Source: an optimization exercise on an open RTL-to-GDS flow (aim: small area and a short achievable clock period). Production flows keep margins and buffers that such runs may drop. The RTL was checked by simulation tests, not by an equivalence proof against the original design. Power figures rest on the tool's default switching activity, not on a simulated workload.

==> flow/design.v <==
package message_extractor_pkg;
    typedef logic [63:0]  beat_t;        
    typedef logic [2:0]   empty_t;       
    typedef logic [255:0] msg_data_t;
    typedef logic [31:0]  byte_mask_t;   
    typedef logic [15:0]  msg_len_t;     
    typedef enum logic [1:0] {
        BYTE_SKIP = 2'd0,                
        BYTE_CUR  = 2'd1,                
        BYTE_NEXT = 2'd2                 
    } byte_class_e;
    typedef logic [15:0] beat_class_t;
endpackage
`timescale 1ns/1ps
module frame_parser (
    input  logic       reset_n,
    input  logic       in_valid,
    input  logic       in_startofpacket,
    input  logic       in_endofpacket,
    input  logic [2:0] in_empty,
    input  logic       pkt_active,       
    input  logic       ends,             
    input  logic [7:0] end_ok,           
    output logic       accept,           
    output logic       ld,               
    output logic       hold              
);
    logic msg_done;
    assign accept   = in_valid && (in_startofpacket != pkt_active);
    assign msg_done = in_valid && !in_startofpacket && pkt_active && ends &&
                      (!in_endofpacket || end_ok[in_empty]);
    assign ld       = reset_n && msg_done;
    assign hold     = reset_n && !msg_done;
endmodule
`timescale 1ns/1ps
module message_extractor (
    input  logic                              clk,
    input  logic                              reset_n,
    input  logic                              in_valid,
    input  logic                              in_startofpacket,
    input  logic                              in_endofpacket,
    input  message_extractor_pkg::beat_t      in_data,
    input  message_extractor_pkg::empty_t     in_empty,
    output logic                              out_valid,
    output message_extractor_pkg::msg_data_t  out_data,
    output message_extractor_pkg::byte_mask_t out_bytemask
);
    logic        pkt_active;         
    logic [15:0] cnt;                
    logic [5:0]  pay;                
    logic        pend;               
    logic        hdr_fresh;          
    logic [2:0]  lp;
    logic [5:0]  len_q;              
    logic [63:0]  raw1;              
    logic [55:0]  raw2;              
    logic [127:0] acc;               
    logic        accept;
    logic        first_beat;
    logic        ld;                 
    logic        hold;               
    assign first_beat = !pkt_active;
    logic [5:0]  len_eff;
    logic [2:0]  d_eff;
    logic [5:0]  p_eff;              
    logic        more_msgs;
    assign more_msgs = |cnt[15:1];
    assign len_eff   = hdr_fresh ? pay : len_q;
    assign p_eff     = hdr_fresh ? 6'(pay + {3'd0, lp} - 6'd7) : pay;
    assign d_eff     = 3'(-p_eff[2:0]);
    logic        ends;
    logic [2:0]  e;
    logic [7:0]  end_ok;
    assign ends = (p_eff != '0) && (p_eff <= 6'd8);
    assign e    = 3'(p_eff - 6'd1);
    always_comb begin
        for (int k = 0; k < 8; k++) begin
            end_ok[k] = (4'(k) + {1'b0, e}) <= 4'd7;
        end
    end
    frame_parser i_frame_parser (
        .reset_n          (reset_n),
        .in_valid         (in_valid),
        .in_startofpacket (in_startofpacket),
        .in_endofpacket   (in_endofpacket),
        .in_empty         (in_empty),
        .pkt_active       (pkt_active),
        .ends             (ends),
        .end_ok           (end_ok),
        .accept           (accept),
        .ld               (ld),
        .hold             (hold)
    );
    logic [15:0] n_cnt;
    logic [5:0]  n_pay;
    logic        n_pend;
    logic        n_hdr;
    logic [2:0]  n_lp;
    always_comb begin
        n_cnt  = cnt;
        n_pay  = '0;
        n_pend = 1'b0;
        n_hdr  = 1'b0;
        n_lp   = lp;
        if (p_eff > 6'd8) begin
            n_pay = p_eff - 6'd8;
        end else if (pend) begin
            n_hdr = 1'b1;
            n_lp  = 3'd0;
            n_cnt = cnt - 16'd1;
        end else if (more_msgs) begin
            if (p_eff <= 6'd6) begin
                n_hdr = 1'b1;
                n_lp  = 3'(p_eff + 6'd1);
                n_cnt = cnt - 16'd1;
            end else if (p_eff == 6'd7) begin
                n_pend = 1'b1;
            end
        end
    end
    always_ff @(posedge clk) begin
        if (!reset_n) begin
            pkt_active <= 1'b0;
        end else if (accept) begin
            pkt_active <= !in_endofpacket;
        end
    end
    always_ff @(posedge clk) begin
        if (accept) begin
            len_q <= len_eff;
            if (first_beat) begin
                cnt       <= in_data[63:48];
                pay       <= (|in_data[63:48]) ? in_data[37:32] : 6'd0;
                pend      <= 1'b0;
                hdr_fresh <= |in_data[63:48];
                lp        <= 3'd3;
            end else begin
                cnt       <= n_cnt;
                pay       <= n_hdr ? 6'(in_data[8*(7-n_lp) +: 8]) : n_pay;
                pend      <= n_pend;
                hdr_fresh <= n_hdr;
                lp        <= n_lp;
            end
        end
    end
    logic [63:0] v_prev;
    logic [63:0] v_cur;
    assign v_prev = 64'({raw2, raw1} >> {d_eff, 3'b000});
    assign v_cur  = 64'({raw1[55:0], in_data} >> {d_eff, 3'b000});
    always_ff @(posedge clk) begin
        if (accept) begin
            raw1 <= in_data;
            raw2 <= raw1[55:0];
            acc  <= {acc[63:0], v_prev};
        end
    end
    logic [31:0]  mask;
    logic [255:0] data_mask;
    always_comb begin
        for (int k = 0; k < 32; k++) begin
            mask[k]              = (k < 8) || (6'(k) < len_eff);
            data_mask[8*k +: 8]  = {8{mask[k]}};
        end
    end
    logic [255:0] ld_mask;
    logic [31:0]  ld_bmask;
    assign ld_mask  = data_mask & {256{ld}};
    assign ld_bmask = mask & {32{ld}};
    always_ff @(posedge clk) begin
        out_valid    <= ld;
        out_data     <= ({acc, v_prev, v_cur} & ld_mask) | (out_data & {256{hold}});
        out_bytemask <= ld_bmask | (out_bytemask & {32{hold}});
    end
endmodule
==> flow/flow/run.sh <==
#!/bin/bash
# Standard ORFS layout, with a setup margin for repair_timing (pushes paths well
# below the 18 ns clock), buf_2 port buffers and a sparser clock tree.
set -euo pipefail
bash standard.sh "SETUP_SLACK_MARGIN=13.2" "BUFFER_PORTS_ARGS=-buffer_cell sky130_fd_sc_hd__buf_2" "CTS_ARGS=-sink_clustering_enable -repair_clock_nets -sink_clustering_size 24 -sink_clustering_max_diameter 120 -dont_use_dummy_load -buf_list {sky130_fd_sc_hd__clkbuf_8 sky130_fd_sc_hd__clkbuf_16}" finish > make_flow.log 2>&1
==> flow/standard.sh <==
#!/bin/bash
# synth_recipe.tcl (not shown) runs the flow's synth.tcl, then flattens the netlist and writes it again
# the make line also repeats each setting of config.mk as NAME=value (left out here)
make -C /OpenROAD-flow-scripts/flow DESIGN_CONFIG=/design/flow/config.mk WORK_HOME=/design/flow/orfs CLKGATE_MAP_FILE= SYNTH_SCRIPT=/design/flow/synth_recipe.tcl "${@:-finish}"
==> flow/config.mk <==
export PLATFORM = sky130hd
export DESIGN_NAME = message_extractor
export DESIGN_NICKNAME = message_extractor
export VERILOG_FILES = /design/flow/design.v
export SDC_FILE = /design/flow/constraint.sdc
export NUM_CORES = 4
export LEC_CHECK = 0
export CAP_MARGIN = 20
export CORE_MARGIN = 2
export CORE_UTILIZATION = 30
export SLEW_MARGIN = 20
export SYNTH_HIERARCHICAL = 1
export SYNTH_MINIMUM_KEEP_SIZE = 0
==> flow/constraint.sdc <==
create_clock -name core_clock -period 18.0 [get_ports {clk}]
set_input_delay 3.6000 -clock core_clock [delete_from_list [all_inputs] [get_ports {clk}]]
set_output_delay 3.6000 -clock core_clock [all_outputs]
set_load 0.01 [all_outputs]
==> results of run 1 <==
## metal layers
layer,global-route usage [%],up-vias,wire length [µm]
met5,0,-,0
met4,4.74,0,2440
met3,2.51,92,6460
met2,35.0,868,45700
met1,30.3,9492,41900
li1,-,8719,-
## stage by stage
stage,hold slack (ps),setup WS [ps]
finish,428,12950
global route,435,12930
CTS,430,12980
detailed placement,434,10630
global placement,431,10700
floorplan,427,10590
## modules after synthesis, one instance, submodules excluded
module             times used  cells  area (µm²)
message_extractor           1   2116       24100
frame_parser                1     14         123
## cell usage after synthesis (3+ instances only)
cell type	number
a211o_1	19
a211oi_1	4
a21boi_0	3
a21o_1	28
a21oi_1	43
a22o_1	234
a22oi_1	4
a31o_1	4
a31o_2	7
a31oi_1	3
a32o_1	19
and2_1	6
and3_1	29
buf_1	19
buf_2	11
buf_6	4
clkbuf_1	103
dfxtp_1	290
edfxtp_1	281
ha_1	12
inv_1	24
inv_2	3
mux2_2	4
mux2i_1	228
nand2_1	430
nand2b_1	7
nand3_1	7
nand3b_1	3
nand4_1	3
nor2_1	88
nor2b_1	6
nor3_1	7
nor4_1	7
o211ai_1	10
o21a_1	4
o21ai_0	82
o21ai_1	11
or2_2	3
xnor2_1	10
xor2_1	9
## power groups by stage
stage	registers, mW	clock network [mW]	logic, mW
after floorplan	1.52	0	0.467
after global placement	1.53	0	0.769
after detailed placement	1.53	0	0.769
after CTS	1.50	0.730	0.833
after global routing	1.51	0.769	0.930
final	1.50	0.714	0.872
## timing repair
action	in CTS	in global routing
endpoints found under the setup margin	599	343
resized for setup	135	49
cloned	41	34
buffers inserted	72	12
pin swaps	23	23
## layout make-up
type | instances | area, µm²
fill | 7732 | 49000
sequential | 571 | 14300
multi-input combinational | 1407 | 10000
timing repair buffer | 526 | 4770
tap | 1060 | 1330
clock buffer | 30 | 751
inverter | 29 | 138
antenna | 1 | 2.50
## how the worst max path moves through the flow
stage / startpoint / to / slack (ps)
after floorplan: in_startofpacket / cnt[0] / 10590
after global placement: hdr_fresh / out_bytemask[10] / 10700
after detailed placement: hdr_fresh / out_data[208] / 10630
after CTS: in_empty[0] / out_data[224] / 12980
after global routing: in_empty[0] / out_data[230] / 12930
final: in_empty[0] / out_data[41] / 12950
## registers in the layout (all words and copies together), names as in the netlist
signal	flops
pay	6
pend	1
hdr_fresh	1
cnt	16
out_valid	1
raw1	64
acc	128
out_bytemask	32
raw2	56
pkt_active	1
out_data	256
lp	3
len_q	6
## logic make-up after synthesis
family | count (synthesis) | synth area share, %
AO/OA/AOI/OAI | 505 | 16.2
XOR/XNOR | 19 | 0.687
adder cells (fa/ha/maj) | 13 | 0.703
buffers and inverters | 167 | 2.80
flip-flops | 571 | 58.8
multiplexers | 238 | 9.97
AND/OR/NAND/NOR | 617 | 10.8
==> qor.yml, run 1 <==
run_status:
  status: "complete, no violations"
placement:
  io_buffers: 360
  hpwlAfterDp_mm: 59.9
  post_dp_cell_area_um2: 27300
  place_inst: 3434
  place.gp.congestion: 0.881
synthesis:
  synth_warnings: 7
  yosysTopAreaCellShare_pct: 34.8
  syn-cell-area_um2: 24200
  synthFlopType: "dfxtp_1"
  synth_nets: 2215
  synthTopCellsByArea: "edfxtp_1, dfxtp_1, mux2i_1"
  synth_area_per_cell_um2: 11.4
  yosys.area.top_type: "edfxtp_1"
  async_flop_share_pct: 0
  synth_seq_cells: 571
  synth_cell_type_count: 89
  synth-seq-area-share_pct: 58.8
  synth_edf_count: 281
  synth_cells: 2130
critical_path:
  slowest_stage: "mux4_2"
  critPathLaunchType: "primary input"
  crit_required_ps: 18580
  crit_buf_inv: 8
  critical_path_class: "in2reg"
  cp_max_fo: 7
  reg2regPathDepth: 21
  arrival_ps: 5630
  crit-reg2reg-launch: "lp[0]"
  crit_chain: "buf_8, mux4_2, buf_6, buf_6, a221oi_4, buf_12, buf_6, buf_16, buf_12, clkbuf_16, a22o_1"
  cp_top_family: "buffers and inverters"
  setup.worst_path.end_class: "register"
  cpMostUsedCell: "buf_6"
  cp.depth: 11
  slowest_delay_ps: 530
  timing.rr.end: "out_data[41]"
  rrSetupSlack_ps: 13190
sta:
  skew_ps: 72.1
  max_freq_mhz: 198
  tns_ps: 0
  hold_violations: 0
  rsz0062_at_grt: "yes"
  worst_slew_margin_rel_pct: 20.7
  finalSetupViolations: 0
  fin_crit_ps: 5050
  finalMaxSlewViolations: 0
  worstMarginPinSlew_ps: 1180
  period_share_pct: 28.0
power_and_ir_drop:
  power.density_nw_per_um2: 98.8
  p_total_mw: 3.09
  ir_worst_vdd_mv: 0.0622
  p_switching_mw: 1.06
  p_int_mw: 2.03
  leakagePower_nw: 13.7
  switching_share_pct: 34.4
  p_clk_share_pct: 23.1
  pwr-share-comb_pct: 28.2
  seqPwrFrac_pct: 48.7
finish:
  final_common_cell: "nand2_1"
  drive_gt1_share_pct: 26.6
  syn2layout_area_growth_pct: 29.0
  final_cell_mix: "nand2_1, buf_2, edfxtp_1"
  final_util_pct: 38.9
  instances_no_fill: 3624
  layout.nets: 2650
  fin_area_um2: 31300
floorplanning:
  rows: 104
  die_y_um: 288
  ios: 361
  dieArea_um2: 83000
  core_um2: 80300
  start_util_pct: 30.2
  dieWidth_um: 288
hold_path:
  hold_path_class: "reg2reg"
  worstHoldStart: "acc[13]"
  hold-path-endpoint: "acc[77]"
  min_delay_path_depth: 0
clock_network:
  clock-root-buffer: "clkbuf_16"
  clk_latency_ps: 640
  clock_sinks: 571
  clock_path_buffers: 3
  cts_hold_buf: 0
  htree_levels: 1
  cts.clk_slew.worst_paths_ps: 100
  numCtsBuffers: 30
  cts_tree: "done"
grt:
  grt_usage_pct: 21.4
  grt_pass1_wl_mm: 130
  antenna_found_initial: 1
  grt_overflow: 0
  grt_max_degree: 99
  grt_pass1_vias: 17800
routing:
  drt-wirelength-per-cell_um: 26.6
  drt-total-wl_mm: 96.5
  via_per_inst: 5.29
  firstDrtPassIters: 5
  drt.antenna.violating_nets: 0
  drc: 0
  vias: 19200
  drt_iter0_drc: 1895
job:
  maxCapViolCount: 0
==> inputs of run 2 (changes only) <==
==> flow/flow/run.sh (replaced) <==
#!/bin/bash
# Standard ORFS layout, with a setup margin for repair_timing (pushes paths well
# below the 18 ns clock), buf_2 port buffers and a sparser clock tree.
set -euo pipefail
bash standard.sh "SETUP_SLACK_MARGIN=13.1" "BUFFER_PORTS_ARGS=-buffer_cell sky130_fd_sc_hd__buf_2" "CTS_ARGS=-sink_clustering_enable -repair_clock_nets -sink_clustering_size 24 -sink_clustering_max_diameter 120 -dont_use_dummy_load -buf_list {sky130_fd_sc_hd__clkbuf_8 sky130_fd_sc_hd__clkbuf_16}" finish > make_flow.log 2>&1
==> run 2 against run 1 <==
  * Global-route usage is 1.5 points lower
  * Critical path depth decreased by 2
  * Register-to-register slack improved by 50 ps
  * Via count fell by 3.4%
  * Still clean
  * Total power is 1.6% lower
==> qor.yml, run 2 <==
run_status:
  status: "complete, no violations"
grt:
  grt_max_degree: 99  # unchanged
  grt_pass1_wl_mm: 122  # -6.1%
  grt_usage_pct: 19.9  # -1.5 points
  grt_overflow: 0  # unchanged
  antenna_found_initial: 4  # +3
  grt_pass1_vias: 17100  # -3.5%
power_and_ir_drop:
  power.density_nw_per_um2: 103  # +4.2%
  ir_worst_vdd_mv: 0.0609  # -2.1%
  seqPwrFrac_pct: 49.5  # +0.8 points
  p_int_mw: 2.00  # -1.5%
  pwr-share-comb_pct: 27.1  # -1.1 points
  switching_share_pct: 34.3  # -0.12 points
  p_switching_mw: 1.04  # -2.0%
  leakagePower_nw: 12.9  # -5.9%
  p_clk_share_pct: 23.4  # +0.3 points
hold_path:
  hold_path_class: "reg2reg"
  worstHoldStart: "acc[13]"
routing:
  drt_iter0_drc: 1778  # -6.2%
  drt.antenna.violating_nets: 0  # unchanged
  drc: 0  # unchanged
  wl_met1_mm: 38.9  # -7.3%
  wl_met3_mm: 6.27  # -3.0%
  drt-wirelength-per-cell_um: 25.1  # -5.9%
  via_per_inst: 5.22  # -1.4%
  vias: 18500  # -3.4%
  wl_met2_mm: 40.3  # -12%
  top_layer: "met4"
  drt-total-wl_mm: 88.9  # -7.9%
  firstDrtPassIters: 5  # unchanged
synthesis:
  yosysTopAreaCellShare_pct: 34.8  # unchanged
  async_flop_share_pct: 0  # unchanged
  synth.top_cells.by_count: "nand2_1, dfxtp_1, edfxtp_1, a22o_1, mux2i_1"
  synth-seq-area-share_pct: 58.8  # unchanged
  syn-cell-area_um2: 24200  # unchanged
  synth_edf_count: 281  # unchanged
  synth_cells: 2130  # unchanged
  synth_cell_type_count: 89  # unchanged
  synth_warnings: 7  # unchanged
  synthTopCellsByArea: "edfxtp_1, dfxtp_1, mux2i_1"
  yosys.area.top_type: "edfxtp_1"
  synth_seq_cells: 571  # unchanged
  synthFlopType: "dfxtp_1"
  synth_nets: 2215  # unchanged
  synth_area_per_cell_um2: 11.4  # unchanged
  synth_most_common_cell: "nand2_1"
sta:
  period_share_pct: 27.9  # -0.17 points
  worstMarginPinSlew_ps: 1320  # +140 ps
  worst_slack_ps: 12980  # +30.5 ps
  max_freq_mhz: 199  # +0.61%
  fin_crit_ps: 5020  # -30.5 ps
  finalSetupViolations: 0  # unchanged
  skew_ps: 70.0  # -2.06 ps
  hold_violations: 0  # unchanged
  finalMaxSlewViolations: 0  # unchanged
  worst_slew_margin_rel_pct: 11.4  # -9.4 points
  rsz0062_at_grt: "yes"
  tns_ps: 0  # unchanged
clock_network:
  clock_path_buffers: 3  # unchanged
  clock_sinks: 571  # unchanged
  cts_tree: "done"
  htree_levels: 1  # unchanged
  cts.clk_slew.worst_paths_ps: 90  # about the same
  numCtsBuffers: 30  # unchanged
  cts_hold_buf: 0  # unchanged
  clk_latency_ps: 630  # about the same
  clock-root-buffer: "clkbuf_16"
floorplanning:
  start_util_pct: 30.2  # unchanged
  die_y_um: 288  # unchanged
  dieWidth_um: 288  # unchanged
  ios: 361  # unchanged
  dieArea_um2: 83000  # unchanged
  core_um2: 80300  # unchanged
  rows: 104  # unchanged
critical_path:
  critPathLaunchType: "primary input"
  crit_required_ps: 18490  # -90 ps
  critical_path_class: "in2reg"
  crit-reg2reg-launch: "lp[0]"
  setup.worst_path.end_class: "register"
  arrival_ps: 5510  # -120 ps
  cp_max_fo: 7  # unchanged
  critPathLaunch: "in_empty[0]"
placement:
  hpwlAfterDp_mm: 59.9  # unchanged
  place.gp.congestion: 0.881  # unchanged
  post_dp_cell_area_um2: 27300  # unchanged
  place_inst: 3434  # unchanged
  detailedPlace.worstSlack_ps: 10630  # unchanged
  io_buffers: 360  # unchanged
finish:
  largest_reg_flops: 256  # unchanged
  final_common_cell: "nand2_1"
  fin_area_um2: 29500  # -5.6%
  n_antenna_cell: 0  # -1
  final_util_pct: 36.8  # -2.2 points
  syn2layout_area_growth_pct: 21.9
  drive_gt1_share_pct: 23.5  # -3.1 points
  top_register: "out_data"
  instances_no_fill: 3547  # -2.1%
  largestRegisters: "out_data x256, acc x128, raw1 x64"
  final_cell_mix: "nand2_1, buf_2, dfxtp_1"
  layout.nets: 2574  # -2.9%
job:
  maxCapViolCount: 0  # unchanged
-- run 2: cell count changes in the layout (fill, tap and decap cells not counted), sizes merged --
| cell | delta |
|---|---|
| buf | -59 |
| clkbuf | -19 |
| bufbuf | +1 |
| diode | -1 |
| o21ai | +1 |
-- run 2: per-layer routing --
layer	vias to the layer above	global-route usage, %
met4	0	6.58
met2	820	31.5
met5	-	0
li1	8545	-
met1	9026	28.0
met3	119	2.96
-- run 2: modules after synthesis, one instance, submodules excluded --
module | area, µm² | cells inside | copies in the design
frame_parser | 123 | 14 | 1
message_extractor | 24100 | 2116 | 1
-- run 2: final timing paths --
path	endpoint	slack (ps)	cells past startpoint
worst max-delay path	out_data[225]	12980	9
worst min-delay path	acc[77]	420	0
worst max register to register	out_data[225]	13240	16
worst min register to register	acc[77]	420	0
-- run 2: power groups by stage --
stage               registers (mW)  logic (mW)  clock network [mW]
detailed placement            1.53       0.769                   0
floorplan                     1.52       0.467                   0
finish                        1.50       0.824               0.711
CTS                           1.50       0.808               0.730
global placement              1.53       0.769                   0
global route                  1.51       0.887               0.770
-- run 2: stage by stage --
stage | total power [mW] | hold slack (ps)
floorplan | 1.99 | 427
global placement | 2.30 | 431
detailed placement | 2.30 | 434
CTS | 3.04 | 430
global route | 3.17 | 435
finish | 3.04 | 424
-- run 2: timing repair --
item	CTS	global route
pin swaps	16	20
cloned	17	12
buffers inserted	38	16
setup endpoints to repair	584	296
gates resized for setup	52	36
endpoints found under the hold margin	0	0
-- run 2: critical path, cell delays in order --
cell	delay (ps)
buf_8	80
mux4_2	530
nor2b_4	170
o211a_4	280
and3_4	200
a21oi_4	140
buf_12	170
a21oi_4	70
a22o_1	260
-- run 2: logic make-up after synthesis --
group,Yosys count,synth area share [%]
AND/OR/NAND/NOR,617,10.8
flip-flops,571,58.8
AO/OA/AOI/OAI,505,16.2
multiplexers,238,9.97
buffers and inverters,167,2.80
XOR/XNOR,19,0.687
adder cells (fa/ha/maj),13,0.703
-- run 2: final cells by class --
class	count	area, µm²
clock buffer	30	751
multi-input combinational	1408	9970
tap	1060	1330
inverter	29	140
fill	7902	50800
timing repair buffer	449	3090
sequential	571	14200
==> inputs of run 3 (changes only) <==
==> flow/flow/run.sh (replaced) <==
#!/bin/bash
# Standard ORFS layout, with a setup margin for repair_timing (pushes paths well
# below the 18 ns clock) and minimum-size port buffers.
set -euo pipefail
bash standard.sh "SETUP_SLACK_MARGIN=12.95" "BUFFER_PORTS_ARGS=-buffer_cell sky130_fd_sc_hd__buf_1" "CTS_ARGS=-sink_clustering_enable -repair_clock_nets -sink_clustering_size 24 -sink_clustering_max_diameter 120 -dont_use_dummy_load -buf_list {sky130_fd_sc_hd__clkbuf_8 sky130_fd_sc_hd__clkbuf_16}" finish > make_flow.log 2>&1
==> run 3 against run 2 <==
  * Still clean on timing, DRC and antenna
  * Die area unchanged
  * First-iteration DRC count down 2.1%
  * Combinational power decreased by 2.7%
  * Synthesized cell count is the same
  * Wire length shrank 3.9%
  * Largest cell class unchanged
  * Largest power group unchanged
==> qor.yml, run 3 <==
run_status:
  status: "complete, no violations"
finish:
  drive_gt1_share_pct: 7.52  # -16 points
  syn2layout_area_growth_pct: 16.9
  final_cell_mix: "nand2_1, buf_1, dfxtp_1"
  final_common_cell: "nand2_1"
  n_antenna_cell: 0  # unchanged
  layout.nets: 2533  # -1.6%
  largestRegisters: "out_data x256, acc x128, raw1 x64"
  top_register: "out_data"
  largest_reg_flops: 256  # unchanged
  fin_area_um2: 28300  # -4.0%
  fillers: 7978  # +0.96%
synthesis:
  synthFlopType: "dfxtp_1"
  synthTopCellsByArea: "edfxtp_1, dfxtp_1, mux2i_1"
  async_flop_share_pct: 0  # unchanged
  synth_area_per_cell_um2: 11.4  # unchanged
  synth.top_cells.by_count: "nand2_1, dfxtp_1, edfxtp_1, a22o_1, mux2i_1"
  synth_cell_type_count: 89  # unchanged
  synth_seq_cells: 571  # unchanged
  synth-seq-area-share_pct: 58.8  # unchanged
  synth_nets: 2215  # unchanged
  synth_cells: 2130  # unchanged
  yosysTopAreaCellShare_pct: 34.8  # unchanged
  synth_edf_count: 281  # unchanged
  synth_most_common_cell: "nand2_1"
  synth_warnings: 7  # unchanged
  yosys.area.top_type: "edfxtp_1"
  syn-cell-area_um2: 24200  # unchanged
floorplanning:
  ios: 361  # unchanged
  dieArea_um2: 83000  # unchanged
  die_y_um: 288  # unchanged
  rows: 104  # unchanged
  start_util_pct: 30.2  # unchanged
  core_um2: 80300  # unchanged
  dieWidth_um: 288  # unchanged
sta:
  max_freq_mhz: 199  # -0.25%
  rsz0062_at_grt: "yes"
  tns_ps: 0  # unchanged
  skew_ps: 101  # +31.0 ps
  period_share_pct: 27.9  # +0.071 points
  worst_slew_margin_rel_pct: 13.0  # +1.6 points
  hold_violations: 0  # unchanged
  fin_crit_ps: 5030  # +12.8 ps
  worstMarginPinSlew_ps: 1300  # -24.4 ps
  finalSetupViolations: 0  # unchanged
  finalMaxSlewViolations: 0  # unchanged
hold_path:
  worstHoldStart: "acc[31]"
  hold-path-endpoint: "acc[95]"
  min_delay_path_depth: 0  # unchanged
  hold_path_class: "reg2reg"
clock_network:
  clock_sinks: 571  # unchanged
  clock_path_buffers: 3  # unchanged
  htree_levels: 1  # unchanged
  numCtsBuffers: 29  # -3.3%
  cts.clk_slew.worst_paths_ps: 90  # about the same
  cts_hold_buf: 0  # unchanged
  cts_tree: "done"
  clock-root-buffer: "clkbuf_16"
  clk_latency_ps: 640  # about the same
power_and_ir_drop:
  ir_worst_vdd_mv: 0.0739  # +21%
  leakagePower_nw: 11.1  # -14%
  power.density_nw_per_um2: 106  # +2.9%
routing:
  drt-wirelength-per-cell_um: 24.4  # -2.8%
  via_per_inst: 5.15  # -1.4%
  firstDrtPassIters: 5  # unchanged
  vias: 18000  # -2.5%
  drt-total-wl_mm: 85.4  # -3.9%
  drc: 0  # unchanged
  drt.antenna.violating_nets: 0  # unchanged
  drt_iter0_drc: 1740  # -2.1%
grt:
  antenna_found_initial: 0  # -4
  grt_pass1_vias: 16700  # -2.6%
  grt_overflow: 0  # unchanged
  grt_max_degree: 93  # -6.1%
  grt_pass1_wl_mm: 119  # -2.3%
  grt_usage_pct: 19.5  # -0.48 points
critical_path:
  rrSetupSlack_ps: 13160  # -80 ps
  crit_required_ps: 18470  # -20 ps
  critical_path_class: "in2reg"
  arrival_ps: 5500  # about the same
  setup.worst_path.end_class: "register"
  timing.rr.end: "acc[33]"
  critPathLaunchType: "primary input"
  critPathLaunch: "in_empty[0]"
  crit-reg2reg-launch: "lp[0]"
  reg2regPathDepth: 12  # -4
  cp_max_fo: 8  # +1
placement:
  hpwlAfterDp_mm: 59.3  # -0.93%
  place.gp.congestion: 0.909  # +3.2%
  post_dp_cell_area_um2: 26800  # -1.6%
  io_buffers: 360  # unchanged
job:
  maxCapViolCount: 0  # unchanged
[run 3: cell count changes in the layout (fill, tap and decap cells not counted), moves of 2 or more]
cell,change
buf_1,+359
buf_12,-10
buf_2,-358
bufbuf_16,+2
buf_6,-12
buf_4,-4
clkbuf_16,-3
nand2_4,+2
o211a_2,+2
and2_2,-2
o21ai_4,-3
nand2_8,-5
buf_16,-5
[run 3: final cells by class]
class | count | area, µm² | area share (%)
timing repair buffer | 420 | 2170 | 7.67
sequential | 571 | 14200 | 50.3
multi-input combinational | 1397 | 9720 | 34.3
tap | 1060 | 1330 | 4.68
clock buffer | 29 | 726 | 2.56
inverter | 29 | 138 | 0.486
[run 3: routing by layer]
metal,GRT usage [%],routed length (µm),up-vias
met2,30.9,38800,656
met3,2.76,5220,90
met4,5.60,2570,0
li1,-,-,8458
met5,0,0,-
met1,27.6,38900,8839
[run 3: critical path: stages]
cell and delay (ps):
buf_8 80, mux4_2 510, nor2b_4 150, o211a_4 290, and3_4 190, a21oi_4 150, buf_12 170, a21oi_4 70
a22o_1 280
[run 3: Yosys stat by module (local to each module, per instance)]
module	times used	flip-flops and latches	cells	cell area [µm²]
frame_parser	1	0	14	123
message_extractor	1	571	2116	24100
[run 3: how the worst max path moves through the flow]
stage / end / cells after the start
2_1_floorplan: cnt[0] / 3
3_3_place_gp: out_data[36] / 7
3_5_place_dp: out_data[52] / 7
4_1_cts: out_data[52] / 8
5_1_grt: out_data[229] / 19
6_report: out_data[229] / 9
[run 3: cells by family after synthesis]
group                      share of synthesized area [%]
and+or+nand+nor                                     10.8
buffers and inverters                               2.80
adders and majority gates                          0.703
AOI/OAI and AO/OA                                   16.2
DFF                                                 58.8
xor gates and xnor gates                           0.687
muxes                                               9.97
[run 3: metrics by stage]
stage               instances  hold slack (ps)  util [%]  setup slack [ps]  power [mW]
floorplan                2130              427         -             10590        1.99
detailed placement       3435              434      33.4             10500        2.31
global placement         3435              432      33.4             10510        2.31
global route             3506              409      35.3             12890        3.14
CTS                      3490              390      34.9             12940        3.02
finish                   3506              394      35.3             12970        3.00
[run 3: repair_timing]
item                       4_1_cts  5_1_grt
setup endpoints to repair      400      287
gates resized for setup         35        7
gates cloned                     9        5
pin swaps                        8        8
buffers inserted                17       11
[run 3: power by group]
group / internal [mW] / total (mW) / switching (mW)
Sequential: 1.47 / 1.50 / 0.0384
Combinational: 0.223 / 0.802 / 0.579
Clock: 0.286 / 0.696 / 0.410
==> inputs of run 4 (changes only) <==
==> flow/flow/run.sh (replaced) <==
#!/bin/bash
# Standard ORFS layout, with a setup margin for repair_timing (pushes paths well
# below the 18 ns clock) and minimum-size port buffers.
set -euo pipefail
bash standard.sh "SETUP_SLACK_MARGIN=13.1" "BUFFER_PORTS_ARGS=-buffer_cell sky130_fd_sc_hd__buf_1" "CTS_ARGS=-sink_clustering_enable -repair_clock_nets -sink_clustering_size 24 -sink_clustering_max_diameter 120 -dont_use_dummy_load -buf_list {sky130_fd_sc_hd__clkbuf_8 sky130_fd_sc_hd__clkbuf_16}" finish > make_flow.log 2>&1
==> run 4 against run 3 <==
  * Still clean
  * First-iteration DRC count increased by 14%
  * Utilization is 2.0 points higher
  * Critical path depth rose by 2
  * Synthesized cell count stayed put
  * Clock power increased by 4.0%
  * Design area up 5.6%
  * Clock skew shrank 27 ps
  * Critical path type unchanged
  * Largest power group unchanged
==> qor.yml, run 4 <==
floorplanning:
  core_um2: 80300  # unchanged
  start_util_pct: 30.2  # unchanged
  rows: 104  # unchanged
  ios: 361  # unchanged
  dieWidth_um: 288  # unchanged
  dieArea_um2: 83000  # unchanged
  die_y_um: 288  # unchanged
synthesis:
  synthTopCellsByArea: "edfxtp_1, dfxtp_1, mux2i_1"
  synth_most_common_cell: "nand2_1"
  synth_warnings: 7  # unchanged
  synth-compound-area-share_pct: 16.2  # unchanged
  synth.top_cells.by_count: "nand2_1, dfxtp_1, edfxtp_1, a22o_1, mux2i_1"
  synth_nets: 2215  # unchanged
  synth-seq-area-share_pct: 58.8  # unchanged
  synth_seq_cells: 571  # unchanged
  yosys.area.top_type: "edfxtp_1"
  synth-simple-area-share_pct: 10.8  # unchanged
  synthAdderAreaFrac_pct: 0.703  # unchanged
  yosysTopAreaCellShare_pct: 34.8  # unchanged
  synth_edf_count: 281  # unchanged
  async_flop_share_pct: 0  # unchanged
  synthFlopType: "dfxtp_1"
  synth_cells: 2130  # unchanged
  synth_cell_type_count: 89  # unchanged
  synth_mux_area_share_pct: 9.97  # unchanged
  synth-xor-area-share_pct: 0.687  # unchanged
  synth_top_family_by_area: "compound AO/OA/AOI/OAI gates"
  syn-cell-area_um2: 24200  # unchanged
  synth_area_per_cell_um2: 11.4  # unchanged
routing:
  drt.antenna.violating_nets: 0  # unchanged
  drt_iter0_drc: 1992  # +14%
  vias: 18800  # +4.3%
  drt-total-wl_mm: 93.4  # +9.3%
  drt-wirelength-per-cell_um: 26.0  # +6.5%
  via_per_inst: 5.23  # +1.6%
  firstDrtPassIters: 6  # +1
  drc: 0  # unchanged
sta:
  hold_violations: 0  # unchanged
  finalMaxSlewViolations: 0  # unchanged
  skew_ps: 74.0  # -27.0 ps
  worstMarginPinSlew_ps: 1160  # -139 ps
  max_freq_mhz: 198  # -0.41%
  fin_crit_ps: 5050  # +20.9 ps
  worst_slew_margin_rel_pct: 21.8  # +8.8 points
  period_share_pct: 28.1  # +0.12 points
  tns_ps: 0  # unchanged
  finalSetupViolations: 0  # unchanged
  rsz0062_at_grt: "yes"
finish:
  final_cell_mix: "nand2_1, buf_1, dfxtp_1"
  syn2layout_area_growth_pct: 23.5
  drive_gt1_share_pct: 11.0  # +3.5 points
  top_register: "out_data"
  layout.nets: 2617  # +3.3%
  final_common_cell: "nand2_1"
  largest_reg_flops: 256  # unchanged
  largestRegisters: "out_data x256, acc x128, raw1 x64"
clock_network:
  clock_path_buffers: 3  # unchanged
  numCtsBuffers: 30  # +3.4%
  cts.clk_slew.worst_paths_ps: 90  # about the same
  cts_tree: "done"
  clock_sinks: 571  # unchanged
  htree_levels: 1  # unchanged
  clk_latency_ps: 650  # about the same
  clock-root-buffer: "clkbuf_16"
run_status:
  status: "complete, no violations"
job:
  maxCapViolCount: 0  # unchanged
power_and_ir_drop:
  leakagePower_nw: 11.8  # +6.4%
  p_clk_share_pct: 23.7  # +0.5 points
  p_total_mw: 3.06  # +1.9%
  p_switching_mw: 1.06  # +2.8%
  seqPwrFrac_pct: 49.2  # -0.9 points
  switching_share_pct: 34.5  # +0.30 points
  pwr-share-comb_pct: 27.2  # +0.5 points
  power.density_nw_per_um2: 102  # -3.5%
  p_int_mw: 2.00  # +1.5%
  ir_worst_vdd_mv: 0.0544  # -26%
critical_path:
  critPathLaunch: "in_empty[0]"
  critical_path_class: "in2reg"
  slowest_delay_ps: 510  # about the same
  crit_chain: "buf_8, mux4_2, nor2b_4, buf_6, buf_12, o211a_4, buf_6, nand2_8, o21ai_4, buf_12, a22o_1"
  cp_max_fo: 8  # unchanged
  cp_top_family: "buffers and inverters"
  slowest_stage: "mux4_2"
  setup.worst_path.end_class: "register"
  arrival_ps: 5580  # +80 ps
  crit-reg2reg-launch: "lp[0]"
  crit_required_ps: 18530  # +60 ps
  critPathLaunchType: "primary input"
  crit_buf_inv: 5  # +3
placement:
  io_buffers: 360  # unchanged
  place.gp.congestion: 0.894  # -1.7%
  hpwlAfterDp_mm: 59.7  # +0.72%
grt:
  grt_pass1_vias: 17000  # +1.6%
  grt_overflow: 0  # unchanged
  antenna_found_initial: 10  # +10
  grt_max_degree: 89  # -4.3%
  grt_usage_pct: 19.7  # +0.28 points
  grt_pass1_wl_mm: 121  # +1.6%
hold_path:
  hold_path_class: "reg2reg"
  worstHoldStart: "acc[48]"
[run 4: kinds of logic after synthesis]
group                    after synthesis
AO/OA/AOI/OAI                        505
multiplexers                         238
buffers and inverters                167
XOR/XNOR                              19
flip-flops                           571
adder cells (fa/ha/maj)               13
AND/OR/NAND/NOR                      617
[run 4: layout make-up]
class / count / area (µm²)
fill: 7847 / 50400
antenna: 7 / 17.5
multi-input combinational: 1406 / 9940
tap: 1060 / 1330
inverter: 29 / 136
clock buffer: 30 / 751
timing repair buffer: 494 / 3500
sequential: 571 / 14200
[run 4: per-stage QoR]
stage / hold slack, ps / cells / util [%] / setup slack (ps) / cell area [µm²]
floorplan: 427 / 2130 / - / 10590 / 24700
detailed placement: 433 / 3438 / 33.4 / 11420 / 26900
global placement: 430 / 3438 / 33.4 / 11430 / 26900
finish: 427 / 3597 / 37.3 / 12950 / 29900
global route: 441 / 3592 / 37.2 / 12920 / 29900
CTS: 434 / 3524 / 35.7 / 12970 / 28700
[run 4: metal layers]
layer  track usage [%]  vias to the layer above  routed length [µm]
li1                  -                     8663                   -
met4              5.87                        2                2600
met1              27.6                     9236               41100
met5                 0                        -                  13
met3              3.65                      100                7420
met2              31.0                      813               42300
[run 4: path summary, 6_finish.rpt]
path                         to  slack (ps)  cells past startpoint
hold / removal         acc[112]         430                      0
hold reg to reg        acc[112]         430                      0
setup / recovery  out_data[137]       12950                     11
setup reg to reg  out_data[137]       13200                     19
[run 4: modules after synthesis (local to each module, per instance)]
module | cells | flip-flops and latches
frame_parser | 14 | 0
message_extractor | 2116 | 571
[run 4: power by group through the flow]
stage                     sequential (mW)  combinational, mW  clock, mW
after detailed placement             1.53              0.759          0
after global placement               1.53              0.761          0
after floorplan                      1.52              0.467          0
after global routing                 1.51              0.888      0.777
final                                1.50              0.832      0.724
after CTS                            1.50              0.796      0.740
[run 4: repair_timing]
action,4_1_cts,5_1_grt
hold buffers,0,0
endpoints found under the setup margin,546,342
pin swaps,11,24
setup buffers,41,22
gates resized for setup,74,52
gates cloned,15,42
==> inputs of run 5 (changes only) <==
==> flow/flow/run.sh (replaced) <==
#!/bin/bash
# Standard ORFS layout, with a setup margin for repair_timing (pushes paths well
# below the 18 ns clock) and minimum-size port buffers.
set -euo pipefail
bash standard.sh "SETUP_SLACK_MARGIN=13" "BUFFER_PORTS_ARGS=-buffer_cell sky130_fd_sc_hd__buf_1" "CTS_ARGS=-sink_clustering_enable -repair_clock_nets -sink_clustering_size 30 -sink_clustering_max_diameter 100 -dont_use_dummy_load -buf_list {sky130_fd_sc_hd__clkbuf_8 sky130_fd_sc_hd__clkbuf_16}" finish > make_flow.log 2>&1
==> run 5 against run 4 <==
  * Still clean
  * Sequential share of layout area grew 2.3 points
  * Combinational power is essentially flat
  * Design area shrank 4.7%
  * Critical path depth shrank 2
  * Non-clock buffer count shrank 70
  * Sequential power is essentially flat
  * Total power shrank 0.42%
  * Clock power shrank 1%
  * Global-route usage grew 0.21 points
  * Area after synthesis is the same
  * Cell count shrank 2.4%
  * Clock-buffer cell count is the same
  * Critical endpoint is now out_data[226]
  * Highest routed layer unchanged
==> qor.yml, run 5 <==
sta:
  tns_ps: 0  # unchanged
  max_freq_mhz: 200  # +0.78%
  fin_crit_ps: 5010  # -39.0 ps
  skew_ps: 118  # +44.4 ps
  finalMaxSlewViolations: 0  # unchanged
  finalSetupViolations: 0  # unchanged
  hold_violations: 0  # unchanged
  worstMarginPinSlew_ps: 1170  # +4.52 ps
  worst_slew_margin_rel_pct: 21.5  # -0.30 points
  rsz0062_at_grt: "yes"
  period_share_pct: 27.8  # -0.22 points
synthesis:
  async_flop_share_pct: 0  # unchanged
  synth_area_per_cell_um2: 11.4  # unchanged
  synth_most_common_cell: "nand2_1"
  yosysTopAreaCellShare_pct: 34.8  # unchanged
  synth_cell_type_count: 89  # unchanged
  synth-seq-area-share_pct: 58.8  # unchanged
  yosys.area.top_type: "edfxtp_1"
  synth_edf_count: 281  # unchanged
  synth_cells: 2130  # unchanged
  synth_nets: 2215  # unchanged
  syn-cell-area_um2: 24200  # unchanged
  synth_seq_cells: 571  # unchanged
  synthTopCellsByArea: "edfxtp_1, dfxtp_1, mux2i_1"
  synth.top_cells.by_count: "nand2_1, dfxtp_1, edfxtp_1, a22o_1, mux2i_1"
  synth_warnings: 7  # unchanged
  synthFlopType: "dfxtp_1"
floorplanning:
  ios: 361  # unchanged
  core_um2: 80300  # unchanged
  dieArea_um2: 83000  # unchanged
  rows: 104  # unchanged
  die_y_um: 288  # unchanged
  start_util_pct: 30.2  # unchanged
  dieWidth_um: 288  # unchanged
critical_path:
  crit_required_ps: 18510  # -20 ps
  setup.worst_path.end_class: "register"
  cp_max_fo: 6  # -2
  rrSetupSlack_ps: 13200  # about the same
  arrival_ps: 5520  # -60 ps
  critPathLaunchType: "primary input"
  reg2regPathDepth: 19  # unchanged
  critical_path_class: "in2reg"
finish:
  syn2layout_area_growth_pct: 17.7
  final_util_pct: 35.5  # -1.8 points
  final_common_cell: "nand2_1"
  final_cell_mix: "nand2_1, buf_1, dfxtp_1"
  top_register: "out_data"
  largestRegisters: "out_data x256, acc x128, raw1 x64"
  layout.nets: 2538  # -3.0%
  drive_gt1_share_pct: 7.63  # -3.4 points
  n_antenna_cell: 0  # -7
  fillers: 8077  # +2.9%
  largest_reg_flops: 256  # unchanged
power_and_ir_drop:
  ir_worst_vdd_mv: 0.0789  # +45%
  power.density_nw_per_um2: 107  # +4.5%
  leakagePower_nw: 11.2  # -5.3%
grt:
  grt_pass1_vias: 16800  # -1.0%
  grt_max_degree: 92  # +3.4%
  grt_overflow: 0  # unchanged
  antenna_found_initial: 4  # -6
  grt_usage_pct: 19.9  # +0.21 points
  grt_pass1_wl_mm: 121  # +0.17%
run_status:
  status: "complete, no violations"
clock_network:
  clock-root-buffer: "clkbuf_16"
  numCtsBuffers: 30  # unchanged
  cts_tree: "done"
  clock_path_buffers: 3  # unchanged
  htree_levels: 1  # unchanged
  clk_latency_ps: 670  # +20 ps
  clock_sinks: 571  # unchanged
  cts.clk_slew.worst_paths_ps: 110  # +20 ps
routing:
  wl_met1_mm: 39.3  # -4.3%
  wl_met2_mm: 39.1  # -7.5%
  drt_iter0_drc: 1389  # -30%
  vias: 18400  # -2.3%
  drt-wirelength-per-cell_um: 25.1  # -3.3%
  drc: 0  # unchanged
  top_layer: "met5"
  via_per_inst: 5.24  # +0.12%
  wl_met3_mm: 6.12  # -17%
  drt-total-wl_mm: 88.1  # -5.6%
  firstDrtPassIters: 5  # -1
  drt.antenna.violating_nets: 0  # unchanged
placement:
  io_buffers: 360  # unchanged
  hpwlAfterDp_mm: 60.0  # +0.40%
  place.gp.congestion: 0.904  # +1.2%
hold_path:
  min_delay_path_depth: 0  # unchanged
  hold_path_class: "reg2reg"
job:
  maxCapViolCount: 0  # unchanged
run 5: final timing paths:
kind,from,endpoint
worst max-delay path,in_empty[0],out_data[226]
worst min-delay path,acc[47],acc[111]
worst max register to register,pay[0],out_data[226]
worst min register to register,acc[47],acc[111]
run 5: per-layer routing:
layer	global-route usage, %	up-vias
met5	0	-
li1	-	8453
met1	28.2	9076
met3	3.25	120
met4	7.42	4
met2	30.7	734
run 5: final cells by class:
| cell class | count | area, µm² | share of cell area (%) |
|---|---|---|---|
| Clock buffer | 30 | 751 | 2.63 |
| Timing Repair Buffer | 424 | 2300 | 8.08 |
| Sequential cell | 571 | 14200 | 50.0 |
| Inverter | 29 | 148 | 0.518 |
| Multi-Input combinational cell | 1397 | 9730 | 34.1 |
| Tap cell | 1060 | 1330 | 4.65 |
run 5: power breakdown:
| part | internal [mW] | leakage (nW) | switching, mW | total, mW |
|---|---|---|---|---|
| Combinational | 0.238 | 5.84 | 0.591 | 0.829 |
| Sequential | 1.47 | 4.97 | 0.0392 | 1.50 |
| Clock | 0.295 | 0.370 | 0.419 | 0.714 |
run 5: per-module statistics from Yosys, one instance, submodules excluded:
| module | cells inside | flip-flops and latches | times used |
|---|---|---|---|
| message_extractor | 2116 | 571 | 1 |
| frame_parser | 14 | 0 | 1 |
run 5: critical path, cell delays in order:
cell	delay [ps]
buf_8	80
mux4_2	500
nor2b_4	150
o211a_4	310
and3_4	210
a21oi_4	170
buf_12	160
a21oi_4	70
a22o_1	250
run 5: cell families (layout without fill, tap and decap cells):
kind of cell,Yosys count,after routing,share of synthesized area [%]
compound gates,505,509,16.2
simple gates,617,618,10.8
buf+inv,167,483,2.80
mux,238,238,9.97
flops,571,571,58.8
fa+ha+maj,13,13,0.703
xor+xnor,19,19,0.687
run 5: stage by stage:
stage,hold WS [ps],cell area [µm²],power (mW),instances,worst slack (ps)
final,408,28500,3.05,3511,12990
after global routing,417,28500,3.17,3511,12980
after CTS,405,28200,3.05,3489,12980
after detailed placement,434,26900,2.30,3435,10980
after global placement,431,26900,2.30,3435,10990
after floorplan,427,24700,1.99,2130,10590
run 5: repair_timing:
action                                  in CTS  in global routing
resized for setup                           39                  8
endpoints found under the setup margin     495                430
pin swaps                                    9                  6
hold buffers                                 0                  0
cloned                                      12                  7
setup buffers                               12                 14
==> inputs of run 6 (changes only) <==
==> flow/flow/run.sh (replaced) <==
#!/bin/bash
# Standard ORFS layout, with a setup margin for repair_timing (pushes paths well
# below the 18 ns clock) and minimum-size port buffers.
set -euo pipefail
bash standard.sh "SETUP_SLACK_MARGIN=13" "BUFFER_PORTS_ARGS=-buffer_cell sky130_fd_sc_hd__buf_1" "CTS_ARGS=-sink_clustering_enable -repair_clock_nets -sink_clustering_size 24 -sink_clustering_max_diameter 120 -dont_use_dummy_load -buf_list {sky130_fd_sc_hd__clkbuf_8 sky130_fd_sc_hd__clkbuf_16}" finish > make_flow.log 2>&1
--- a/flow/config.mk
+++ b/flow/config.mk
@@ -7,7 +7,7 @@
 export LEC_CHECK = 0
 export CAP_MARGIN = 20
 export CORE_MARGIN = 2
-export CORE_UTILIZATION = 30
+export CORE_UTILIZATION = 35
 export SLEW_MARGIN = 20
 export SYNTH_HIERARCHICAL = 1
 export SYNTH_MINIMUM_KEEP_SIZE = 0
==> run 6 against run 5 <==
  * Still clean on timing, DRC and antenna
  * Wire length fell by 1.6%
  * Combinational power fell by 4.9%
  * Sequential share of layout area rose by 0.24 points
  * Clock power fell by 4.5%
  * Sequential power barely moved
  * Critical path depth rose by 1
  * Die area fell by 14%
  * First-iteration DRC count rose by 15%
  * Total power fell by 2.3%
  * Clock-buffer cell count fell by 2
  * Largest cell class unchanged
  * Highest routed layer unchanged
==> qor.yml, run 6 <==
critical_path:
  cp.depth: 10  # +1
  setup.worst_path.end_class: "register"
  arrival_ps: 5600  # +80 ps
  cp_max_fo: 7  # +1
  crit-reg2reg-launch: "pay[0]"
  reg2regPathDepth: 20  # +1
  rrSetupSlack_ps: 13050  # -150 ps
  endpoint: "out_data[239]"
  cp_top_family: "compound AO/OA/AOI/OAI gates"
  slowest_stage: "mux4_2"
  crit_required_ps: 18500  # about the same
  timing.rr.end: "out_data[239]"
  critPathLaunchType: "primary input"
  critPathLaunch: "in_empty[0]"
  crit_buf_inv: 3  # +1
  critical_path_class: "in2reg"
  crit_chain: "buf_8, mux4_2, nor2b_4, o211a_4, buf_16, and3_4, a21oi_4, buf_8, a21oi_4, a22o_1"
  slowest_delay_ps: 510  # about the same
clock_network:
  clock_path_buffers: 3  # unchanged
  cts.clk_slew.worst_paths_ps: 90  # -20 ps
  cts_tree: "done"
  clock-root-buffer: "clkbuf_16"
  cts_hold_buf: 0  # unchanged
  numCtsBuffers: 28  # -6.7%
  clk_latency_ps: 610  # -60 ps
  clock_sinks: 571  # unchanged
  htree_levels: 1  # unchanged
synthesis:
  synth-seq-area-share_pct: 58.8  # unchanged
  yosysTopAreaCellShare_pct: 34.8  # unchanged
  syn-cell-area_um2: 24200  # unchanged
  synth_warnings: 7  # unchanged
  synth_cell_type_count: 89  # unchanged
  async_flop_share_pct: 0  # unchanged
  yosys.area.top_type: "edfxtp_1"
  synthFlopType: "dfxtp_1"
  synth_edf_count: 281  # unchanged
  synthTopCellsByArea: "edfxtp_1, dfxtp_1, mux2i_1"
  synth_seq_cells: 571  # unchanged
  synth_nets: 2215  # unchanged
  synth.top_cells.by_count: "nand2_1, dfxtp_1, edfxtp_1, a22o_1, mux2i_1"
  synth_most_common_cell: "nand2_1"
  synth_cells: 2130  # unchanged
  synth_area_per_cell_um2: 11.4  # unchanged
floorplanning:
  start_util_pct: 35.3  # +5.1 points
  die_y_um: 267  # -7.3%
  dieWidth_um: 267  # -7.3%
  dieArea_um2: 71300  # -14%
  core_um2: 68600  # -15%
  rows: 96  # -7.7%
  ios: 361  # unchanged
sta:
  skew_ps: 54.9  # -63.5 ps
  worstMarginPinSlew_ps: 1430  # +265 ps
  period_share_pct: 28.3  # +0.49 points
  finalMaxSlewViolations: 0  # unchanged
  max_freq_mhz: 196  # -1.7%
  rsz0062_at_grt: "yes"
  worst_slew_margin_rel_pct: 4.29  # -17 points
  hold_violations: 0  # unchanged
  finalSetupViolations: 0  # unchanged
  timing.hold.ws_ps: 445  # +37.1 ps
  fin_crit_ps: 5100  # +89.0 ps
  tns_ps: 0  # unchanged
grt:
  grt_max_degree: 113  # +23%
  grt_overflow: 0  # unchanged
  grt_usage_pct: 22.9  # +3.0 points
  grt_pass1_vias: 17300  # +3.0%
  antenna_found_initial: 2  # -2
  grt_pass1_wl_mm: 121  # -0.11%
run_status:
  status: "complete, no violations"
finish:
  largest_reg_flops: 256  # unchanged
  largestRegisters: "out_data x256, acc x128, raw1 x64"
  final_util_pct: 41.4  # +5.9 points
  final_common_cell: "nand2_1"
  drive_gt1_share_pct: 7.97  # +0.34 points
  fillers: 6622  # -18%
  syn2layout_area_growth_pct: 17.1
  top_register: "out_data"
  layout.nets: 2545  # +0.28%
  final_cell_mix: "nand2_1, buf_1, dfxtp_1"
routing:
  drt-wirelength-per-cell_um: 25.6  # +1.9%
  drt_iter0_drc: 1591  # +15%
  via_per_inst: 5.46  # +4.2%
  drc: 0  # unchanged
  drt-total-wl_mm: 86.7  # -1.6%
  firstDrtPassIters: 5  # unchanged
  vias: 18500  # +0.59%
  drt.antenna.violating_nets: 0  # unchanged
placement:
  place.gp.congestion: 0.901  # -0.39%
  hpwlAfterDp_mm: 60.2  # +0.44%
  io_buffers: 360  # unchanged
power_and_ir_drop:
  ir_worst_vdd_mv: 0.0784  # -0.64%
  power.density_nw_per_um2: 105  # -1.9%
  p_total_mw: 2.98  # -2.3%
  leakagePower_nw: 11.1  # -0.43%
hold_path:
  hold_path_class: "reg2reg"
job:
  maxCapViolCount: 0  # unchanged
==> run 6: repair_timing <==
action	4_1_cts	5_1_grt
gates resized for setup	44	20
setup buffers	22	14
setup endpoints to repair	525	446
cloned	13	11
pin swaps	9	13
==> run 6: per-stage QoR <==
step,instances,setup slack [ps],instance area [µm²]
floorplan,2130,10590,24700
global placement,3301,11250,26600
detailed placement,3301,11190,26600
CTS,3364,12850,28000
global route,3389,12870,28400
finish,3390,12900,28400
==> run 6: worst min-delay path by stage <==
| stage | slack [ps] | cells past startpoint | endpoint | from |
|---|---|---|---|---|
| 2_1_floorplan | 430 | 0 | acc[100] | acc[36] |
| 3_3_place_gp | 440 | 0 | acc[102] | acc[38] |
| 3_5_place_dp | 440 | 0 | acc[93] | acc[29] |
| 4_1_cts | 440 | 0 | acc[117] | acc[53] |
| 5_1_grt | 460 | 0 | acc[93] | acc[29] |
| 6_report | 440 | 0 | acc[117] | acc[53] |
==> run 6: kinds of logic (layout without fill, tap and decap cells) <==
kind of cell | count (synthesis) | after routing | synth area share, %
xor gates and xnor gates | 19 | 19 | 0.687
DFF | 571 | 571 | 58.8
adders and majority gates | 13 | 13 | 0.703
buffers and inverters | 167 | 478 | 2.80
other | 0 | 1 | 0
muxes | 238 | 238 | 9.97
AOI/OAI and AO/OA | 505 | 516 | 16.2
and+or+nand+nor | 617 | 623 | 10.8
==> run 6: modules after synthesis, one instance, submodules excluded <==
module | cell area (µm²) | flops+latches | cells inside
frame_parser | 123 | 0 | 14
message_extractor | 24100 | 571 | 2116
==> run 6: power by group <==
part           internal, mW  switching, mW  total (mW)
clock network         0.277          0.405       0.682
logic                 0.217          0.571       0.788
registers              1.47         0.0404        1.51
total                  1.96           1.02        2.98
==> run 6: area by class of cell <==
cell class | count | area [µm²] | share of cell area (%)
repair buffers | 421 | 2190 | 7.71
inverters | 29 | 126 | 0.445
clock buffers | 28 | 701 | 2.47
flip-flops and latches | 571 | 14200 | 50.2
diodes | 1 | 2.50 | 0.00882
well taps | 931 | 1160 | 4.11
multi-input cells | 1409 | 9940 | 35.1
==> run 6: per-layer routing <==
layer	vias to the layer above	global-route usage (%)	part of all wire (%)
met5	-	0	0.0092
met4	2	5.78	2.6
met3	94	3.38	6.6
met2	744	37.5	47
met1	9171	31.8	44
li1	8484	-	-
==> inputs of run 7 (changes only) <==
--- a/flow/config.mk
+++ b/flow/config.mk
@@ -7,7 +7,7 @@
 export LEC_CHECK = 0
 export CAP_MARGIN = 20
 export CORE_MARGIN = 2
-export CORE_UTILIZATION = 35
+export CORE_UTILIZATION = 30
 export SLEW_MARGIN = 20
 export SYNTH_HIERARCHICAL = 1
 export SYNTH_MINIMUM_KEEP_SIZE = 0
==> run 7 against run 6 <==
  * Setup slack better by 98 ps
  * Fmax up 2.0%
  * Total power rose by 2.5%
==> qor.yml, run 7 <==
critical_path:
  cpMostUsedCell: "nand2_1"
  cp_top_family: "compound AO/OA/AOI/OAI gates"
  crit-reg2reg-launch: "pay[0]"
  setup.worst_path.end_class: "register"
  arrival_ps: 5550  # -50 ps
  slowest_stage: "o21ai_0"
  critPathLaunchType: "primary input"
  critical_path_class: "in2reg"
  critPathLaunch: "in_data[60]"
  crit_required_ps: 18550  # +50 ps
  crit_chain: "buf_1, mux2i_1, nand2_1, nand2_1, o21ai_0, a22o_1"
  slowest_delay_ps: 750  # +240 ps
  cp_max_fo: 6  # -1
  crit_buf_inv: 1  # -2
grt:
  grt_util_met3_pct: 3.24  # -0.15 points
  grt_pass1_wl_mm: 121  # +0.18%
  grt_usage_pct: 19.9  # -3.0 points
  met2_usage_pct: 31.1  # -6.4 points
  grt_overflow: 0  # unchanged
  antenna_found_initial: 3  # +1
  grt_pass1_vias: 16900  # -2.5%
  grt_max_degree: 92  # -19%
  use_met1_pct: 28.0  # -3.8 points
  busiest_layer: "met2"
routing:
  drt-wirelength-per-cell_um: 24.8  # -2.8%
  vias: 18300  # -1.1%
  via_per_inst: 5.20  # -4.7%
  drt_iter0_drc: 1465  # -7.9%
  firstDrtPassIters: 8  # +3
  drt-total-wl_mm: 87.4  # +0.84%
  drc: 0  # unchanged
  drt.antenna.violating_nets: 0  # unchanged
synthesis:
  synth_edf_count: 281  # unchanged
  yosysTopAreaCellShare_pct: 34.8  # unchanged
  synthTopCellsByArea: "edfxtp_1, dfxtp_1, mux2i_1"
  synth_area_per_cell_um2: 11.4  # unchanged
  syn-cell-area_um2: 24200  # unchanged
  synth-seq-area-share_pct: 58.8  # unchanged
  synth_warnings: 7  # unchanged
  synth.top_cells.by_count: "nand2_1, dfxtp_1, edfxtp_1, a22o_1, mux2i_1"
  synth_cells: 2130  # unchanged
  synth_seq_cells: 571  # unchanged
  yosys.area.top_type: "edfxtp_1"
  synth_most_common_cell: "nand2_1"
  synthFlopType: "dfxtp_1"
  synth_nets: 2215  # unchanged
  async_flop_share_pct: 0  # unchanged
  synth_cell_type_count: 89  # unchanged
floorplanning:
  start_util_pct: 30.2  # -5.1 points
  dieArea_um2: 83000  # +16%
  rows: 104  # +8.3%
  core_um2: 80300  # +17%
  die_y_um: 288  # +7.9%
  ios: 361  # unchanged
  dieWidth_um: 288  # +7.9%
sta:
  finalMaxSlewViolations: 0  # unchanged
  period_share_pct: 27.8  # -0.54 points
  fin_crit_ps: 5000  # -98.1 ps
  max_freq_mhz: 200  # +2.0%
  finalSetupViolations: 0  # unchanged
  worstMarginPinSlew_ps: 1260  # -169 ps
  worst_slew_margin_rel_pct: 15.6  # +11 points
  tns_ps: 0  # unchanged
  rsz0062_at_grt: "yes"
  skew_ps: 87.0  # +32.0 ps
  hold_violations: 0  # unchanged
clock_network:
  clk_latency_ps: 640  # +30 ps
  clock-root-buffer: "clkbuf_16"
  cts.clk_slew.worst_paths_ps: 100  # about the same
  clock_sinks: 571  # unchanged
  clock_path_buffers: 3  # unchanged
  htree_levels: 1  # unchanged
  cts_tree: "done"
  numCtsBuffers: 31  # +11%
finish:
  layout.nets: 2543  # -0.079%
  largest_reg_flops: 256  # unchanged
  final_util_pct: 35.5  # -5.8 points
  final_common_cell: "nand2_1"
  drive_gt1_share_pct: 7.86  # -0.12 points
  largestRegisters: "out_data x256, acc x128, raw1 x64"
  final_cell_mix: "nand2_1, buf_1, dfxtp_1"
  syn2layout_area_growth_pct: 17.8
  top_register: "out_data"
power_and_ir_drop:
  ir_worst_vdd_mv: 0.0717  # -8.5%
  power.density_nw_per_um2: 107  # +1.9%
  p_total_mw: 3.05  # +2.5%
  leakagePower_nw: 11.2  # +0.69%
job:
  maxCapViolCount: 0  # unchanged
hold_path:
  worstHoldStart: "acc[57]"
  hold_path_class: "reg2reg"
placement:
  io_buffers: 360  # unchanged
  place.gp.congestion: 0.904  # +0.39%
  hpwlAfterDp_mm: 60.0  # -0.44%
run_status:
  status: "complete, no violations"
[run 7: cell counts after synthesis]
No cell type changed its count.
[run 7: repair_timing]
action / 4_1_cts / 5_1_grt
resized for setup: 38 / 6
pin swaps: 9 / 9
setup endpoints to repair: 495 / 349
hold buffers: 0 / 0
buffers inserted: 16 / 15
cloned: 12 / 6
[run 7: final timing paths]
path | to | slack (ps) | depth (start not counted)
min reg2reg | acc[121] | 430 | 0
min | acc[121] | 430 | 0
max | out_data[44] | 13000 | 6
max reg2reg | out_data[121] | 13230 | 17
[run 7: cell families (layout without fill, tap and decap cells)]
logic type	count (synthesis)	after routing	synth area share, %
fa+ha+maj	13	13	0.703
flops	571	571	58.8
mux	238	238	9.97
buf+inv	167	486	2.80
simple gates	617	618	10.8
other cells	0	1	0
compound gates	505	511	16.2
xor+xnor	19	19	0.687
[run 7: area by class of cell]
cell class | count | area [µm²]
Multi-Input combinational cell | 1399 | 9750
Antenna cell | 1 | 2.50
Inverter | 29 | 148
Clock buffer | 31 | 776
Timing Repair Buffer | 426 | 2300
Tap cell | 1060 | 1330
Sequential cell | 571 | 14200
Fill cell | 8070 | 51700
[run 7: where the power goes]
| part | switching [mW] | internal, mW |
|---|---|---|
| logic | 0.590 | 0.237 |
| registers | 0.0391 | 1.47 |
| clock network | 0.414 | 0.305 |
[run 7: Yosys stat by module, one instance, submodules excluded]
| module | flip-flops and latches | copies in the design | cell area (µm²) |
|---|---|---|---|
| frame_parser | 0 | 1 | 123 |
| message_extractor | 571 | 1 | 24100 |
[run 7: metrics by stage]
step / setup slack [ps] / hold WS [ps] / instance area (µm²) / instances
floorplan: 10590 / 427 / 24700 / 2130
global placement: 10990 / 431 / 26900 / 3435
CTS: 12970 / 408 / 28300 / 3494
detailed placement: 10980 / 434 / 26900 / 3435
global route: 12950 / 422 / 28500 / 3516
finish: 13000 / 427 / 28500 / 3517
[run 7: metal layers]
layer  vias up  wire, µm
met1      8990     38800
met5         -        26
li1       8457         -
met3       104      5990
met2       730     39200
met4         4      3380
==> inputs of run 8 (changes only) <==
==> flow/flow/run.sh (replaced) <==
#!/bin/bash
# Standard ORFS layout, with a setup margin for repair_timing (pushes paths well
# below the 18 ns clock), buf_1 on inputs and buf_2 on outputs.
set -euo pipefail
bash standard.sh "SETUP_SLACK_MARGIN=13.1" "BUFFER_PORTS_ARGS=-inputs -buffer_cell sky130_fd_sc_hd__buf_1" "PRE_GLOBAL_PLACE_TCL=$PWD/flow/pre_gpl.tcl" "CTS_ARGS=-sink_clustering_enable -repair_clock_nets -sink_clustering_size 24 -sink_clustering_max_diameter 120 -dont_use_dummy_load -buf_list {sky130_fd_sc_hd__clkbuf_8 sky130_fd_sc_hd__clkbuf_16}" finish > make_flow.log 2>&1
==> flow/flow/pre_gpl.tcl (new file) <==
# Output ports get a buf_2 (inputs get buf_1 from the standard port buffering)
buffer_ports -outputs -buffer_cell sky130_fd_sc_hd__buf_2
==> run 8 against run 7 <==
  * Still clean
  * Cell count down 7.8%
  * Fmax up 0.64%
  * Design area decreased by 2.6%
  * Setup slack gained 32 ps
  * Sequential power about the same
  * Synthesized cell count did not move
  * Combinational power is 3.7% lower
  * Hold slack improved by 18 ps
  * Clock-buffer cell count fell by 2
  * Via count shrank 5.0%
  * Critical path type unchanged
  * Largest cell class unchanged
  * Largest power group unchanged
  * Highest routed layer unchanged
==> qor.yml, run 8 <==
grt:
  grt_pass1_wl_mm: 121  # -0.56%
  antenna_found_initial: 10  # +7
  grt_usage_pct: 19.7  # -0.25 points
  grt_overflow: 0  # unchanged
  grt_max_degree: 89  # -3.3%
  grt_pass1_vias: 16500  # -2.4%
clock_network:
  clock-root-buffer: "clkbuf_16"
  clk_latency_ps: 640  # about the same
  clock_sinks: 571  # unchanged
  numCtsBuffers: 29  # -6.5%
  cts.clk_slew.worst_paths_ps: 90  # about the same
  htree_levels: 1  # unchanged
synthesis:
  synth-seq-area-share_pct: 58.8  # unchanged
  synth_nets: 2215  # unchanged
  yosys.area.top_type: "edfxtp_1"
  syn-cell-area_um2: 24200  # unchanged
  async_flop_share_pct: 0  # unchanged
  synthFlopType: "dfxtp_1"
  synth_warnings: 7  # unchanged
  yosysTopAreaCellShare_pct: 34.8  # unchanged
  synth_area_per_cell_um2: 11.4  # unchanged
  synth_cells: 2130  # unchanged
  synth.top_cells.by_count: "nand2_1, dfxtp_1, edfxtp_1, a22o_1, mux2i_1"
  synth_seq_cells: 571  # unchanged
  synth_most_common_cell: "nand2_1"
  synth_edf_count: 281  # unchanged
hold_path:
  worstHoldStart: "acc[91]"
  min_delay_path_depth: 1  # +1
  hold_path_class: "reg2reg"
  hold-path-endpoint: "out_data[219]"
sta:
  tns_ps: 0  # unchanged
  hold_violations: 0  # unchanged
  worstMarginPinSlew_ps: 978  # -284 ps
  max_freq_mhz: 201  # +0.64%
  finalSetupViolations: 0  # unchanged
  worst_slack_ps: 13030  # +31.6 ps
  skew_ps: 60.9  # -26.0 ps
  rsz0062_at_grt: "yes"
  worst_slew_margin_rel_pct: 34.1  # +19 points
  finalMaxSlewViolations: 0  # unchanged
  period_share_pct: 27.6  # -0.18 points
critical_path:
  timing.rr.end: "out_data[167]"
  cp_max_fo: 9  # +3
  critical_path_class: "in2reg"
  critPathLaunch: "in_empty[0]"
  crit_required_ps: 18490  # -60 ps
  arrival_ps: 5460  # -90 ps
  rrSetupSlack_ps: 13200  # -30 ps
finish:
  instances_no_fill: 3242  # -7.8%
  top_register: "out_data"
  syn2layout_area_growth_pct: 14.7
  final_common_cell: "nand2_1"
  largestRegisters: "out_data x256, acc x128, raw1 x64"
  fillers: 7776  # -3.6%
  final_cell_mix: "nand2_1, dfxtp_1, edfxtp_1"
run_status:
  status: "complete, no violations"
placement:
  place_inst: 3148  # -8.4%
  place.gp.congestion: 0.895  # -1.1%
power_and_ir_drop:
  ir_worst_vdd_mv: 0.0521  # -27%
  power.density_nw_per_um2: 108  # +0.99%
floorplanning:
  die_y_um: 288  # unchanged
  dieArea_um2: 83000  # unchanged
  ios: 361  # unchanged
  dieWidth_um: 288  # unchanged
  rows: 104  # unchanged
  start_util_pct: 30.2  # unchanged
routing:
  via_per_inst: 5.36  # +3.0%
  vias: 17400  # -5.0%
  drt-total-wl_mm: 87.1  # -0.35%
  drt_iter0_drc: 1408  # -3.9%
job:
  maxCapViolCount: 0  # unchanged
## run 8: metrics by stage
| stage | cell area [µm²] | hold WS, ps | util (%) |
|---|---|---|---|
| 6_report | 27800 | 445 | 34.6 |
| 5_1_grt | 27800 | 451 | 34.6 |
| 4_1_cts | 27300 | 441 | 34.0 |
| 3_5_place_dp | 25800 | 439 | 32.1 |
| 3_3_place_gp | 25800 | 433 | 32.1 |
| 2_1_floorplan | 24700 | 427 | - |
## run 8: worst max path at each step
stage          cells after the start  slack [ps]            end
6_report                          10       13030  out_data[167]
4_1_cts                            9       13020  out_data[235]
3_3_place_gp                       5       11170       acc[126]
5_1_grt                           10       13020  out_data[167]
2_1_floorplan                      3       10590         cnt[0]
3_5_place_dp                       5       11110        acc[72]
## run 8: layout make-up
class	instances	share of cell area, %
Sequential cell	571	51.3
Multi-Input combinational cell	1398	35.3
Timing Repair Buffer	154	5.58
Tap cell	1060	4.77
Clock buffer	29	2.61
Inverter	29	0.464
Antenna cell	1	0.00901
## run 8: timing repair
action	in CTS	in global routing
buffers inserted	32	9
hold endpoints to repair	0	0
gates cloned	12	11
gates resized for setup	49	30
setup endpoints to repair	524	345
pin swaps	15	12
hold buffers	0	0
## run 8: layer usage
layer	track usage [%]	up-vias	wire length (µm)
li1	-	7927	-
met1	26.1	8623	37000
met2	32.4	694	40700
met3	5.02	102	7170
met4	4.17	18	2030
met5	0	-	123
## run 8: worst max-delay path, stage by stage
cell and delay, ps:
buf_8 80, mux4_2 490, nor2b_4 140, o211a_4 290, buf_6 140, o21ai_4 90
buf_6 170, a21oi_4 70, buf_12 180, a22o_1 180
## run 8: per-module statistics from Yosys (local to each module, per instance)
module,times used,flops+latches,cells,area (µm²)
frame_parser,1,0,14,123
message_extractor,1,571,2116,24100
## run 8: logic make-up (layout without fill, tap and decap cells)
group                    count (synthesis)  in the layout  synth area share [%]
flip-flops                             571            571                  58.8
buffers and inverters                  167            212                  2.80
AND/OR/NAND/NOR                        617            620                  10.8
multiplexers                           238            238                  9.97
AO/OA/AOI/OAI                          505            508                  16.2
other                                    0              1                     0
XOR/XNOR                                19             19                 0.687
adder cells (fa/ha/maj)                 13             13                 0.703
## run 8: power breakdown
group | switching [mW] | total (mW) | internal [mW]
registers | 0.0429 | 1.51 | 1.47
clock network | 0.409 | 0.696 | 0.286
logic | 0.567 | 0.796 | 0.229

static timing again, ports no longer ideal:
In the flow no input, the clock included, has a driving cell. The finished layouts below were timed again as built, in two steps. Step 1 assumes that a clkbuf_16 drives the clock port and a buf_2 every other input. Step 2 also shifts input and output timing later by t, the mid clock arrival at the registers, as if the neighbouring blocks saw the same clock. Slacks: no drivers / after step 1 / after step 2; pairs: no drivers / after step 1.
run | shift t [ns] | setup WS [ns]
run 1 | 0.670 | 12.953 / 12.969 / 12.299
run 2 | 0.661 | 12.983 / 12.996 / 12.335
run 3 | 0.656 | 12.971 / 12.974 / 12.318
run 4 | 0.672 | 12.950 / 12.956 / 12.284
run 5 | 0.673 | 12.989 / 13.000 / 12.327
run 6 | 0.645 | 12.900 / 12.911 / 12.267
run 7 | 0.666 | 12.998 / 13.038 / 12.372
run 8 | 0.668 | 13.029 / 13.037 / 12.369
After both steps every run listed still meets setup and hold.
